This design comes from an exercise in tuning for a short achievable clock period and few clock cycles per item on the open sky130 flow, not from production work.
RTL that was checked went through simulation tests only; none was proved equivalent to the original.
Power figures rest on the tool's default switching activity, not on a simulated workload.

==> run B <==
// lc4_pipeline
module lc4_pipeline #(
   parameter logic [15:0] RESET_PC = 16'h8200
) (
   input  wire         gwe,
   input  wire         i_rst_n,
   output logic [15:0] o_cur_pc,
   input  wire  [15:0] i_cur_insn,
   output logic [15:0] o_dmem_addr,
   output logic        o_dmem_we,
   output logic [15:0] o_dmem_towrite,
   input  wire  [15:0] i_cur_dmem_data,
   output logic [1:0]  o_trace_stall,
   output logic [15:0] o_trace_pc,
   output logic [15:0] o_trace_insn,
   output logic        o_trace_regfile_we,
   output logic [2:0]  o_trace_wsel,
   output logic [15:0] o_trace_wdata,
   output logic        o_trace_nzp_we,
   output logic [2:0]  o_trace_nzp_bits,
   output logic        o_trace_dmem_we,
   output logic [15:0] o_trace_dmem_addr,
   output logic [15:0] o_trace_dmem_data
);
   localparam int R_ADD = 0, R_SUB = 1, R_AND = 2, R_OR = 3, R_XOR = 4, R_NOT = 5,
                  R_PASSB = 6, R_HI = 7;
   logic [15:0] f_insn;
   logic [3:0]  f_op;
   logic [2:0]  f_sub;
   logic        f_arith, f_logic, f_ld, f_st, f_const, f_hic;
   logic        f_we, f_mul, f_rare, f_rbre, f_bimm;
   logic [2:0]  f_ra, f_rb, f_rd;
   logic [15:0] f_bval;
   logic [7:0]  f_rsel;
   assign f_insn = i_cur_insn;
   always_comb begin
      f_op    = f_insn[15:12];
      f_sub   = f_insn[5:3];
      f_arith = (f_op == 4'b0001);
      f_logic = (f_op == 4'b0101);
      f_ld    = (f_op == 4'b0110);
      f_st    = (f_op == 4'b0111);
      f_const = (f_op == 4'b1001);
      f_hic   = (f_op == 4'b1101) && f_insn[8];
      f_we    = (f_arith && f_sub != 3'b011) || f_logic || f_ld || f_const || f_hic;
      f_mul   = f_arith && f_sub == 3'b001;
      f_rare  = (f_arith && f_sub != 3'b011) || f_logic || f_ld || f_st || f_hic;
      f_rbre  = (f_arith && !f_sub[2] && f_sub != 3'b011) ||
                (f_logic && !f_sub[2] && f_sub != 3'b001);
      f_bimm  = !f_rbre;
      f_ra    = f_hic ? f_insn[11:9] : f_insn[8:6];
      f_rb    = f_insn[2:0];
      f_rd    = f_insn[11:9];
      if (f_ld || f_st)  f_bval = {{10{f_insn[5]}}, f_insn[5:0]};
  ...
==> flow/config.mk <==
export PLATFORM = sky130hd
export DESIGN_NAME = lc4_pipeline
export DESIGN_NICKNAME = lc4_pipeline
export VERILOG_FILES = /design/flow/design.v
export SDC_FILE = /design/flow/constraint.sdc
export NUM_CORES = 4
export LEC_CHECK = 0
export ABC_CLOCK_PERIOD_IN_PS = 2000
export CAP_MARGIN = 20
export CORE_MARGIN = 2
export CORE_UTILIZATION = 40
export SETUP_SLACK_MARGIN = 4.6
export SLEW_MARGIN = 20
==> flow/constraint.sdc <==
create_clock -name core_clock -period 7.0 [get_ports {gwe}]
set_input_delay 1.4000 -clock core_clock [delete_from_list [all_inputs] [get_ports {gwe}]]
set_output_delay 1.4000 -clock core_clock [all_outputs]
set_load 0.01 [all_outputs]
run.sh (not shown) runs the stock make flow with config.mk's settings and CLKGATE_MAP_FILE= SYNTH_SCRIPT=/design/flow/synth_recipe.tcl, a recipe that flattens the netlist after the stock synthesis.
==> run P (differences from run B) <==
--- a/flow/design.v
+++ b/flow/design.v
@@ -263,24 +263,26 @@
    output logic [2:0]  o_trace_nzp_bits,
    output logic        o_trace_dmem_we,
    output logic [15:0] o_trace_dmem_addr,
    output logic [15:0] o_trace_dmem_data
 );
    localparam int R_ADD = 0, R_SUB = 1, R_AND = 2, R_OR = 3, R_XOR = 4, R_NOT = 5,
                   R_PASSB = 6, R_HI = 7;
    logic [15:0] f_insn;
+   logic        stall;           
+   logic [15:0] d_insn;
    logic [3:0]  f_op;
    logic [2:0]  f_sub;
    logic        f_arith, f_logic, f_ld, f_st, f_const, f_hic;
    logic        f_we, f_mul, f_rare, f_rbre, f_bimm;
    logic [2:0]  f_ra, f_rb, f_rd;
    logic [15:0] f_bval;
    logic [7:0]  f_rsel;
-   assign f_insn = i_cur_insn;
+   assign f_insn = stall ? d_insn : i_cur_insn;
    always_comb begin
       f_op    = f_insn[15:12];
       f_sub   = f_insn[5:3];
       f_arith = (f_op == 4'b0001);
       f_logic = (f_op == 4'b0101);
       f_ld    = (f_op == 4'b0110);
       f_st    = (f_op == 4'b0111);
       f_const = (f_op == 4'b1001);
@@ -304,72 +306,48 @@
       f_rsel[R_AND]   = f_logic && (f_sub == 3'b000 || f_sub[2]);
       f_rsel[R_OR]    = f_logic && f_sub == 3'b010;
       f_rsel[R_XOR]   = f_logic && f_sub == 3'b011;
       f_rsel[R_NOT]   = f_logic && f_sub == 3'b001;
       f_rsel[R_PASSB] = f_const;
       f_rsel[R_HI]    = f_hic;
    end
    logic [15:0] pc_q;
-   logic        stall;           
    logic [1:0]  d_code;
    logic        d_we, d_mul, d_ld, d_st, d_hic, d_bimm, d_rare, d_rbre;
    logic [2:0]  d_ra, d_rd;
-   logic [15:0] d_bval, d_pc, d_insn;
+   logic [15:0] d_bval;
    logic [7:0]  d_rsel;
    logic [15:0] d_rfs, d_rft, d_rfd;
-   logic [9:0]  d_sa, d_sb, d_sd;
+   logic [9:0]  d_sa, d_sb, d_sd, d_sam, d_sbm;
    logic        d_sd_late;              
    logic        d_sd_mul;               
    logic [1:0]  x_code;
    logic        x_we, x_mul, x_ld, x_st, x_early, x_sd_late, x_sd_mul;
    logic [2:0]  x_rd;
-   logic [15:0] x_pc, x_insn, x_a, x_b, x_ma, x_mb, x_sd;
+   logic [15:0] x_insn, x_a, x_b, x_ma, x_mb, x_sd;
    logic [7:0]  x_rsel;
    logic [1:0]  m_code;
    logic        m_we, m_mul, m_ld, m_st, m_early;
    logic [2:0]  m_rd;
-   logic [15:0] m_pc, m_insn, m_res, m_addr, m_taddr, m_sd;
+   logic [15:0] m_insn, m_res, m_addr, m_taddr, m_sd;
    logic [15:0] m_pp [3];
    logic [1:0]  w_code;
    logic        w_we, w_dwe;
    logic [2:0]  w_rd;
-   logic [15:0] w_pc, w_insn, w_wdata, w_daddr, w_ddata;
+   logic [15:0] w_insn, w_wdata, w_daddr, w_ddata;
    logic [1:0]  t_code;
    logic        t_we, t_dwe;
    logic [2:0]  t_rd, t_nzp;
    logic [15:0] t_pc, t_insn, t_wdata, t_daddr, t_ddata;
    logic [15:0] rf [8];
-   function automatic logic [15:0] ks_add(input logic [15:0] a, input logic [15:0] b,
-                                          input logic cin);
-      logic [15:0] g0, p0, g1, p1, g2, p2, g3, p3, g4;
-      g0 = a & b;
-      p0 = a ^ b;
-      g0[0] = g0[0] | (p0[0] & cin);
-      for (int i = 0; i < 16; i++) begin
-         g1[i] = (i >= 1) ? g0[i] | (p0[i] & g0[i-1]) : g0[i];
-         p1[i] = (i >= 1) ? p0[i] & p0[i-1] : p0[i];
-      end
-      for (int i = 0; i < 16; i++) begin
-         g2[i] = (i >= 2) ? g1[i] | (p1[i] & g1[i-2]) : g1[i];
-         p2[i] = (i >= 2) ? p1[i] & p1[i-2] : p1[i];
-      end
-      for (int i = 0; i < 16; i++) begin
-         g3[i] = (i >= 4) ? g2[i] | (p2[i] & g2[i-4]) : g2[i];
-         p3[i] = (i >= 4) ? p2[i] & p2[i-4] : p2[i];
-      end
-      for (int i = 0; i < 16; i++) begin
-         g4[i] = (i >= 8) ? g3[i] | (p3[i] & g3[i-8]) : g3[i];
-      end
-      ks_add = p0 ^ {g4[14:0], cin};
-   endfunction
    logic [15:0] x_sum, x_diff, x_oth, x_res;
    always_comb begin
-      x_sum  = ks_add(x_a, x_b, 1'b0);
-      x_diff = ks_add(x_a, ~x_b, 1'b1);
+      x_sum  = x_a + x_b;
+      x_diff = x_a - x_b;
       x_oth  = ({16{x_rsel[R_AND]}}   & (x_a & x_b)) |
                ({16{x_rsel[R_OR]}}    & (x_a | x_b)) |
                ({16{x_rsel[R_XOR]}}   & (x_a ^ x_b)) |
                ({16{x_rsel[R_NOT]}}   & ~x_a) |
                ({16{x_rsel[R_PASSB]}} & x_b) |
                ({16{x_rsel[R_HI]}}    & {x_b[15:8], x_a[7:0]});
       x_res  = ({16{x_rsel[R_ADD]}} & x_sum) | ({16{x_rsel[R_SUB]}} & x_diff) | x_oth;
    end
@@ -414,17 +392,17 @@
       l3[0] = csa_s(l2[0], l2[1], l2[2]);
       l3[1] = csa_c(l2[0], l2[1], l2[2]);
       l3[2] = l2[3];
    end
    logic [15:0] m_prod, k0, k1;
    always_comb begin
       k0     = csa_s(m_pp[0], m_pp[1], m_pp[2]);
       k1     = csa_c(m_pp[0], m_pp[1], m_pp[2]);
-      m_prod = ks_add(k0, k1, 1'b0);
+      m_prod = k0 + k1;
    end
    localparam int S_XADD = 0, S_XSUB = 1, S_XOTH = 2, S_IN = 3, S_M = 4, S_MP = 5,
                   S_W = 6, S_RF = 7, S_IMM = 8, S_LATE = 9;
    logic        n_rare, n_rbre, n_bimm;
    logic [2:0]  n_ra, n_rb, n_rd, n_fs, n_ft, n_fd;
    logic        early_go, x_late;
    logic        nx_we, nx_add, nx_sub, nx_oth, nx_early, nx_late, nx_mul;
    function automatic logic [10:0] sources(input logic [2:0] r, input logic imm,
@@ -447,74 +425,81 @@
       s[S_MP]   = !hx && hm && x_mul_i;
       s[S_W]    = !hx && !hm && hw;
       s[S_RF]   = !imm && !hx && !hm && !hw;
       s[S_IMM]  = imm;
       s[S_LATE] = hx && nx_late_i;
       s[10]     = hx && nx_mul_i;
       sources = s;
    endfunction
-   logic [10:0] na, nb, nd;
+   logic [10:0] na, nb, nd, ns;
    logic        stall_n;
    logic [15:0] rfw [8];
    logic [15:0] rfs_n, rft_n, rfd_n;
-   logic [15:0] base_early, d_addr;
+   logic [15:0] addr_m, addr_w, addr_rf, m_addr_n;
    always_comb begin
-      n_rare = stall ? d_rare : f_rare;
-      n_rbre = stall ? d_rbre : f_rbre;
-      n_bimm = stall ? d_bimm : f_bimm;
-      n_ra   = stall ? d_ra : f_ra;
-      n_rb   = stall ? d_insn[2:0] : f_rb;
-      n_rd   = stall ? d_rd : f_rd;
-      n_fs   = stall ? d_insn[8:6] : f_insn[8:6];
-      n_ft   = stall ? d_insn[2:0] : f_insn[2:0];
-      n_fd   = stall ? d_insn[11:9] : f_insn[11:9];
+      n_rare = f_rare;
+      n_rbre = f_rbre;
+      n_bimm = f_bimm;
+      n_ra   = f_ra;
+      n_rb   = f_rb;
+      n_rd   = f_rd;
+      n_fs   = f_insn[8:6];
+      n_ft   = f_insn[2:0];
+      n_fd   = f_insn[11:9];
       x_late   = x_ld && !x_early;
       early_go = d_ld && !stall && !x_late && !x_st &&
                  (d_sa[S_M] || d_sa[S_W] || d_sa[S_RF]);
       nx_we    = !stall && d_we;
       nx_add   = !d_ld && !d_mul && d_rsel[R_ADD];
       nx_sub   = d_rsel[R_SUB];
       nx_oth   = !d_ld && !d_mul && !d_rsel[R_ADD] && !d_rsel[R_SUB];
       nx_early = d_ld && early_go;
       nx_late  = d_ld && !early_go;
       nx_mul   = d_mul;
-      na = sources(n_ra, 1'b0, nx_we, d_rd, nx_add, nx_sub, nx_oth, nx_early, nx_late,
+      ns = sources(f_insn[8:6], 1'b0, nx_we, d_rd, nx_add, nx_sub, nx_oth, nx_early, nx_late,
                    nx_mul, x_we, x_rd, x_late, x_mul, m_we, m_rd);
       nb = sources(n_rb, n_bimm, nx_we, d_rd, nx_add, nx_sub, nx_oth, nx_early, nx_late,
                    nx_mul, x_we, x_rd, x_late, x_mul, m_we, m_rd);
       nd = sources(n_rd, 1'b0, nx_we, d_rd, nx_add, nx_sub, nx_oth, nx_early, nx_late,
                    nx_mul, x_we, x_rd, x_late, x_mul, m_we, m_rd);
+      na = f_hic ? nd : ns;
       stall_n = (n_rare && (na[10] || na[S_LATE])) || (n_rbre && (nb[10] || nb[S_LATE]));
       for (int i = 0; i < 8; i++) rfw[i] = (w_we && w_rd == 3'(i)) ? w_wdata : rf[i];
       rfs_n = rfw[n_fs];
       rft_n = rfw[n_ft];
       rfd_n = rfw[n_fd];
-      base_early = ({16{d_sa[S_M]}} & m_res) | ({16{d_sa[S_W]}} & w_wdata) |
-                   ({16{d_sa[S_RF]}} & d_rfs);
-      d_addr = ks_add(base_early, d_bval, 1'b0);
+      addr_m  = m_res + d_bval;
+      addr_w  = w_wdata + d_bval;
+      addr_rf = d_rfs + d_bval;
+      m_addr_n = ({16{early_go && d_sa[S_M]}} & addr_m) | ({16{early_go && d_sa[S_W]}} & addr_w) |
+                 ({16{early_go && d_sa[S_RF]}} & addr_rf) | ({16{!early_go}} & x_sum);
    end
    function automatic logic [15:0] pick(input logic [9:0] s,
          input logic [15:0] xsum, input logic [15:0] xdiff, input logic [15:0] mprod,
          input logic [15:0] xoth, input logic [15:0] inv, input logic [15:0] mres,
          input logic [15:0] wv, input logic [15:0] rv, input logic [15:0] iv);
       logic [15:0] early;
       early = ({16{s[S_XOTH]}} & xoth) | ({16{s[S_IN]}} & inv) | ({16{s[S_M]}} & mres) |
               ({16{s[S_W]}} & wv) | ({16{s[S_RF]}} & rv) | ({16{s[S_IMM]}} & iv);
       pick = ({16{s[S_XADD]}} & xsum) | ({16{s[S_XSUB]}} & xdiff) |
              ({16{s[S_MP]}} & mprod) | early;
    endfunction
-   logic [15:0] op_a, op_b, op_d;
+   logic [15:0] op_a, op_b, op_d, op_ma, op_mb;
    always_comb begin
       op_a = pick(d_sa, x_sum, x_diff, m_prod, x_oth, i_cur_dmem_data, m_res, w_wdata,
                   d_hic ? d_rfd : d_rfs, d_bval);
       op_b = pick(d_sb, x_sum, x_diff, m_prod, x_oth, i_cur_dmem_data, m_res, w_wdata,
                   d_rft, d_bval);
       op_d = pick(d_sd, x_sum, x_diff, m_prod, x_oth, i_cur_dmem_data, m_res, w_wdata,
                   d_rfd, d_bval);
+      op_ma = pick(d_sam, x_sum, x_diff, m_prod, x_oth, i_cur_dmem_data, m_res, w_wdata,
+                   d_rfs, d_bval);
+      op_mb = pick(d_sbm, x_sum, x_diff, m_prod, x_oth, i_cur_dmem_data, m_res, w_wdata,
+                   d_rft, d_bval);
    end
    always_ff @(posedge gwe or negedge i_rst_n) begin
       if (!i_rst_n) begin
          pc_q    <= RESET_PC;
          stall   <= 1'b0;
          d_code  <= 2'd2;
          d_we    <= 1'b0;
          d_mul   <= 1'b0;
@@ -533,31 +518,32 @@
          m_mul   <= 1'b0;
          m_ld    <= 1'b0;
          m_st    <= 1'b0;
          m_early <= 1'b0;
          w_code  <= 2'd2;
          w_we    <= 1'b0;
          w_dwe   <= 1'b0;
          t_code  <= 2'd2;
+         t_pc    <= RESET_PC - 16'd1;
          t_we    <= 1'b0;
          t_dwe   <= 1'b0;
          for (int i = 0; i < 8; i++) rf[i] <= '0;
       end else begin
          stall <= stall_n;
          if (!stall) begin
             pc_q   <= pc_q + 16'd1;
             d_code <= 2'd0;
-            d_we   <= f_we;
-            d_mul  <= f_mul;
-            d_ld   <= f_ld;
-            d_st   <= f_st;
-            d_rare <= f_rare;
-            d_rbre <= f_rbre;
          end
+         d_we   <= f_we;
+         d_mul  <= f_mul;
+         d_ld   <= f_ld;
+         d_st   <= f_st;
+         d_rare <= f_rare;
+         d_rbre <= f_rbre;
          if (stall) begin
             x_code  <= 2'd3;
             x_we    <= 1'b0;
             x_mul   <= 1'b0;
             x_ld    <= 1'b0;
             x_st    <= 1'b0;
             x_early <= 1'b0;
          end else begin
@@ -573,69 +559,65 @@
          m_mul   <= x_mul;
          m_ld    <= x_ld;
          m_st    <= x_st;
          m_early <= x_early;
          w_code  <= m_code;
          w_we    <= m_we;
          w_dwe   <= m_st;
          t_code  <= w_code;
+         if (w_code == 2'd0) t_pc <= t_pc + 16'd1;
          t_we    <= w_we;
          t_dwe   <= w_dwe;
          if (w_we) rf[w_rd] <= w_wdata;
       end
    end
    always_ff @(posedge gwe) begin
-      if (!stall) begin
-         d_ra   <= f_ra;
-         d_rd   <= f_rd;
-         d_hic  <= f_hic;
-         d_bimm <= f_bimm;
-         d_bval <= f_bval;
-         d_rsel <= f_rsel;
-         d_pc   <= pc_q;
-         d_insn <= f_insn;
-      end
+      d_insn <= f_insn;
+      d_ra   <= f_ra;
+      d_rd   <= f_rd;
+      d_hic  <= f_hic;
+      d_bimm <= f_bimm;
+      d_bval <= f_bval;
+      d_rsel <= f_rsel;
       d_rfs     <= rfs_n;
       d_rft     <= rft_n;
       d_rfd     <= rfd_n;
       d_sa      <= na[9:0];
+      d_sam     <= na[9:0] & {10{f_mul}};
+      d_sbm     <= nb[9:0] & {10{f_mul}};
       d_sb      <= nb[9:0];
       d_sd      <= nd[9:0];
       d_sd_late <= nd[S_LATE];
       d_sd_mul  <= nd[10];
       x_rd      <= d_rd;
-      x_pc      <= d_pc;
       x_insn    <= d_insn;
       x_rsel    <= d_rsel;
       x_a       <= op_a;
       x_b       <= op_b;
-      x_ma      <= op_a & {16{d_mul}};
-      x_mb      <= op_b & {16{d_mul}};
+      x_ma      <= op_ma;
+      x_mb      <= op_mb;
       x_sd      <= op_d;
       x_sd_late <= d_sd_late;
       x_sd_mul  <= d_sd_mul;
       m_rd    <= x_rd;
-      m_pc    <= x_pc;
       m_insn  <= x_insn;
       m_res   <= x_early ? i_cur_dmem_data : x_res;
-      m_addr  <= early_go ? d_addr : x_sum;
+      m_addr  <= m_addr_n;
       m_taddr <= x_sum;
       m_sd    <= ({16{x_sd_late}} & i_cur_dmem_data) | ({16{x_sd_mul}} & m_prod) |
                  ({16{!x_sd_late && !x_sd_mul}} & x_sd);
       for (int i = 0; i < 3; i++) m_pp[i] <= l3[i];
       w_rd    <= m_rd;
-      w_pc    <= m_pc;
       w_insn  <= m_insn;
       w_wdata <= ({16{m_mul}} & m_prod) | ({16{m_ld && !m_early}} & i_cur_dmem_data) |
                  ({16{!m_mul && !(m_ld && !m_early)}} & m_res);
       w_daddr <= (m_ld || m_st) ? m_taddr : 16'h0000;
       w_ddata <= m_ld ? ((m_early ? m_res : i_cur_dmem_data)) : m_st ? m_sd : 16'h0000;
       t_rd    <= w_rd;
-      t_pc    <= w_pc;
       t_insn  <= w_insn;
       t_wdata <= w_wdata;
       t_nzp   <= w_wdata[15] ? 3'b100 : (w_wdata == 16'h0000) ? 3'b010 : 3'b001;
       t_daddr <= w_daddr;
       t_ddata <= w_ddata;
    end
    assign o_cur_pc       = pc_q;
    assign o_dmem_addr    = m_addr;
CORE_UTILIZATION = 30   (was 40)
==> run A (differences from run B) <==
--- a/flow/design.v
+++ b/flow/design.v
@@ -333,43 +333,20 @@
    logic        w_we, w_dwe;
    logic [2:0]  w_rd;
    logic [15:0] w_pc, w_insn, w_wdata, w_daddr, w_ddata;
    logic [1:0]  t_code;
    logic        t_we, t_dwe;
    logic [2:0]  t_rd, t_nzp;
    logic [15:0] t_pc, t_insn, t_wdata, t_daddr, t_ddata;
    logic [15:0] rf [8];
-   function automatic logic [15:0] ks_add(input logic [15:0] a, input logic [15:0] b,
-                                          input logic cin);
-      logic [15:0] g0, p0, g1, p1, g2, p2, g3, p3, g4;
-      g0 = a & b;
-      p0 = a ^ b;
-      g0[0] = g0[0] | (p0[0] & cin);
-      for (int i = 0; i < 16; i++) begin
-         g1[i] = (i >= 1) ? g0[i] | (p0[i] & g0[i-1]) : g0[i];
-         p1[i] = (i >= 1) ? p0[i] & p0[i-1] : p0[i];
-      end
-      for (int i = 0; i < 16; i++) begin
-         g2[i] = (i >= 2) ? g1[i] | (p1[i] & g1[i-2]) : g1[i];
-         p2[i] = (i >= 2) ? p1[i] & p1[i-2] : p1[i];
-      end
-      for (int i = 0; i < 16; i++) begin
-         g3[i] = (i >= 4) ? g2[i] | (p2[i] & g2[i-4]) : g2[i];
-         p3[i] = (i >= 4) ? p2[i] & p2[i-4] : p2[i];
-      end
-      for (int i = 0; i < 16; i++) begin
-         g4[i] = (i >= 8) ? g3[i] | (p3[i] & g3[i-8]) : g3[i];
-      end
-      ks_add = p0 ^ {g4[14:0], cin};
-   endfunction
    logic [15:0] x_sum, x_diff, x_oth, x_res;
    always_comb begin
-      x_sum  = ks_add(x_a, x_b, 1'b0);
-      x_diff = ks_add(x_a, ~x_b, 1'b1);
+      x_sum  = x_a + x_b;
+      x_diff = x_a - x_b;
       x_oth  = ({16{x_rsel[R_AND]}}   & (x_a & x_b)) |
                ({16{x_rsel[R_OR]}}    & (x_a | x_b)) |
                ({16{x_rsel[R_XOR]}}   & (x_a ^ x_b)) |
                ({16{x_rsel[R_NOT]}}   & ~x_a) |
                ({16{x_rsel[R_PASSB]}} & x_b) |
                ({16{x_rsel[R_HI]}}    & {x_b[15:8], x_a[7:0]});
       x_res  = ({16{x_rsel[R_ADD]}} & x_sum) | ({16{x_rsel[R_SUB]}} & x_diff) | x_oth;
    end
@@ -414,17 +391,17 @@
       l3[0] = csa_s(l2[0], l2[1], l2[2]);
       l3[1] = csa_c(l2[0], l2[1], l2[2]);
       l3[2] = l2[3];
    end
    logic [15:0] m_prod, k0, k1;
    always_comb begin
       k0     = csa_s(m_pp[0], m_pp[1], m_pp[2]);
       k1     = csa_c(m_pp[0], m_pp[1], m_pp[2]);
-      m_prod = ks_add(k0, k1, 1'b0);
+      m_prod = k0 + k1;
    end
    localparam int S_XADD = 0, S_XSUB = 1, S_XOTH = 2, S_IN = 3, S_M = 4, S_MP = 5,
                   S_W = 6, S_RF = 7, S_IMM = 8, S_LATE = 9;
    logic        n_rare, n_rbre, n_bimm;
    logic [2:0]  n_ra, n_rb, n_rd, n_fs, n_ft, n_fd;
    logic        early_go, x_late;
    logic        nx_we, nx_add, nx_sub, nx_oth, nx_early, nx_late, nx_mul;
    function automatic logic [10:0] sources(input logic [2:0] r, input logic imm,
@@ -451,17 +428,17 @@
       s[S_LATE] = hx && nx_late_i;
       s[10]     = hx && nx_mul_i;
       sources = s;
    endfunction
    logic [10:0] na, nb, nd;
    logic        stall_n;
    logic [15:0] rfw [8];
    logic [15:0] rfs_n, rft_n, rfd_n;
-   logic [15:0] base_early, d_addr;
+   logic [15:0] addr_m, addr_w, addr_rf, m_addr_n;
    always_comb begin
       n_rare = stall ? d_rare : f_rare;
       n_rbre = stall ? d_rbre : f_rbre;
       n_bimm = stall ? d_bimm : f_bimm;
       n_ra   = stall ? d_ra : f_ra;
       n_rb   = stall ? d_insn[2:0] : f_rb;
       n_rd   = stall ? d_rd : f_rd;
       n_fs   = stall ? d_insn[8:6] : f_insn[8:6];
@@ -483,19 +460,21 @@
                    nx_mul, x_we, x_rd, x_late, x_mul, m_we, m_rd);
       nd = sources(n_rd, 1'b0, nx_we, d_rd, nx_add, nx_sub, nx_oth, nx_early, nx_late,
                    nx_mul, x_we, x_rd, x_late, x_mul, m_we, m_rd);
       stall_n = (n_rare && (na[10] || na[S_LATE])) || (n_rbre && (nb[10] || nb[S_LATE]));
       for (int i = 0; i < 8; i++) rfw[i] = (w_we && w_rd == 3'(i)) ? w_wdata : rf[i];
       rfs_n = rfw[n_fs];
       rft_n = rfw[n_ft];
       rfd_n = rfw[n_fd];
-      base_early = ({16{d_sa[S_M]}} & m_res) | ({16{d_sa[S_W]}} & w_wdata) |
-                   ({16{d_sa[S_RF]}} & d_rfs);
-      d_addr = ks_add(base_early, d_bval, 1'b0);
+      addr_m  = m_res + d_bval;
+      addr_w  = w_wdata + d_bval;
+      addr_rf = d_rfs + d_bval;
+      m_addr_n = ({16{early_go && d_sa[S_M]}} & addr_m) | ({16{early_go && d_sa[S_W]}} & addr_w) |
+                 ({16{early_go && d_sa[S_RF]}} & addr_rf) | ({16{!early_go}} & x_sum);
    end
    function automatic logic [15:0] pick(input logic [9:0] s,
          input logic [15:0] xsum, input logic [15:0] xdiff, input logic [15:0] mprod,
          input logic [15:0] xoth, input logic [15:0] inv, input logic [15:0] mres,
          input logic [15:0] wv, input logic [15:0] rv, input logic [15:0] iv);
       logic [15:0] early;
       early = ({16{s[S_XOTH]}} & xoth) | ({16{s[S_IN]}} & inv) | ({16{s[S_M]}} & mres) |
               ({16{s[S_W]}} & wv) | ({16{s[S_RF]}} & rv) | ({16{s[S_IMM]}} & iv);
@@ -612,17 +591,17 @@
       x_mb      <= op_b & {16{d_mul}};
       x_sd      <= op_d;
       x_sd_late <= d_sd_late;
       x_sd_mul  <= d_sd_mul;
       m_rd    <= x_rd;
       m_pc    <= x_pc;
       m_insn  <= x_insn;
       m_res   <= x_early ? i_cur_dmem_data : x_res;
-      m_addr  <= early_go ? d_addr : x_sum;
+      m_addr  <= m_addr_n;
       m_taddr <= x_sum;
       m_sd    <= ({16{x_sd_late}} & i_cur_dmem_data) | ({16{x_sd_mul}} & m_prod) |
                  ({16{!x_sd_late && !x_sd_mul}} & x_sd);
       for (int i = 0; i < 3; i++) m_pp[i] <= l3[i];
       w_rd    <= m_rd;
       w_pc    <= m_pc;
       w_insn  <= m_insn;
       w_wdata <= ({16{m_mul}} & m_prod) | ({16{m_ld && !m_early}} & i_cur_dmem_data) |
==> run summary <==
                                                                                        run P           run B           run A
Status                                                                         finished clean  finished clean  finished clean
Proportion of total power due to net switching                                          37.6%           33.6%           33.7%
First-pass GRT wire length                                                             218 mm          197 mm          190 mm
Final core occ                                                                          41.5%           54.4%           54.4%
Pre-antenna DRT Iters                                                                      10              11               7
Fin Clk Skew                                                                        0.0452 ns       0.0469 ns       0.0315 ns
Y dimension of the die                                                                 341 um          295 um          298 um
Wire length on met2                                                                   67.2 mm         61.3 mm         59.4 mm
Basic-gate share of the synthesized area counting and, or, nand and nor cells           11.4%           11.5%           11.3%
Combinational fraction of design power                                                  38.3%           28.6%           31.4%
Clock network fraction of design power                                                  28.7%           32.2%           31.6%
Clock distribution power                                                              4.34 mW         4.40 mW         4.66 mW
Comb_multi_in                                                                           2,466           2,225           2,311
Tap cells                                                                               1,500           1,134           1,144
Relative area of clock buffers and inverters in the final design                        5.92%           6.06%           6.47%
Testbench counts of run P, summed over its fixed seeds: cycles 16,389, items 16,000.
Testbench counts of run A, summed over its fixed seeds: cycles 16,389, items 16,000.
No functional check of the RTL was part of run B.

==> static timing again, ports no longer ideal <==
Ports are ideal in the flow. The routed layouts listed here were re-timed in OpenROAD.
Step 1 sets driving cells, clkbuf_16 on the clock port and buf_2 on the other inputs (assumed; they add their load-dependent delay and slew).
Step 2 adds t to the input delays and takes it off the output delays; t is the mean of the earliest and latest rising clock arrival at the registers after step 1. Input paths then give back, and output paths get back, about the clock's delay inside the block.
Slacks: ideal ports / drivers / drivers and shift; pairs: ideal ports / drivers.
run | t, ns | setup slack, ns | worst register clock-pin slew, ns
run B | 0.716 | 3.571 / 3.571 / 3.376 | 0.07 / 0.07
run P | 0.744 | 4.097 / 4.097 / 3.462 | 0.07 / 0.07
run A | 0.720 | 3.946 / 3.946 / 3.497 | 0.07 / 0.07
After both steps every run listed still meets setup and hold. The setup slack of run P, which loses most, moves by 0.000 ns with the drivers and by -0.635 ns with both steps.
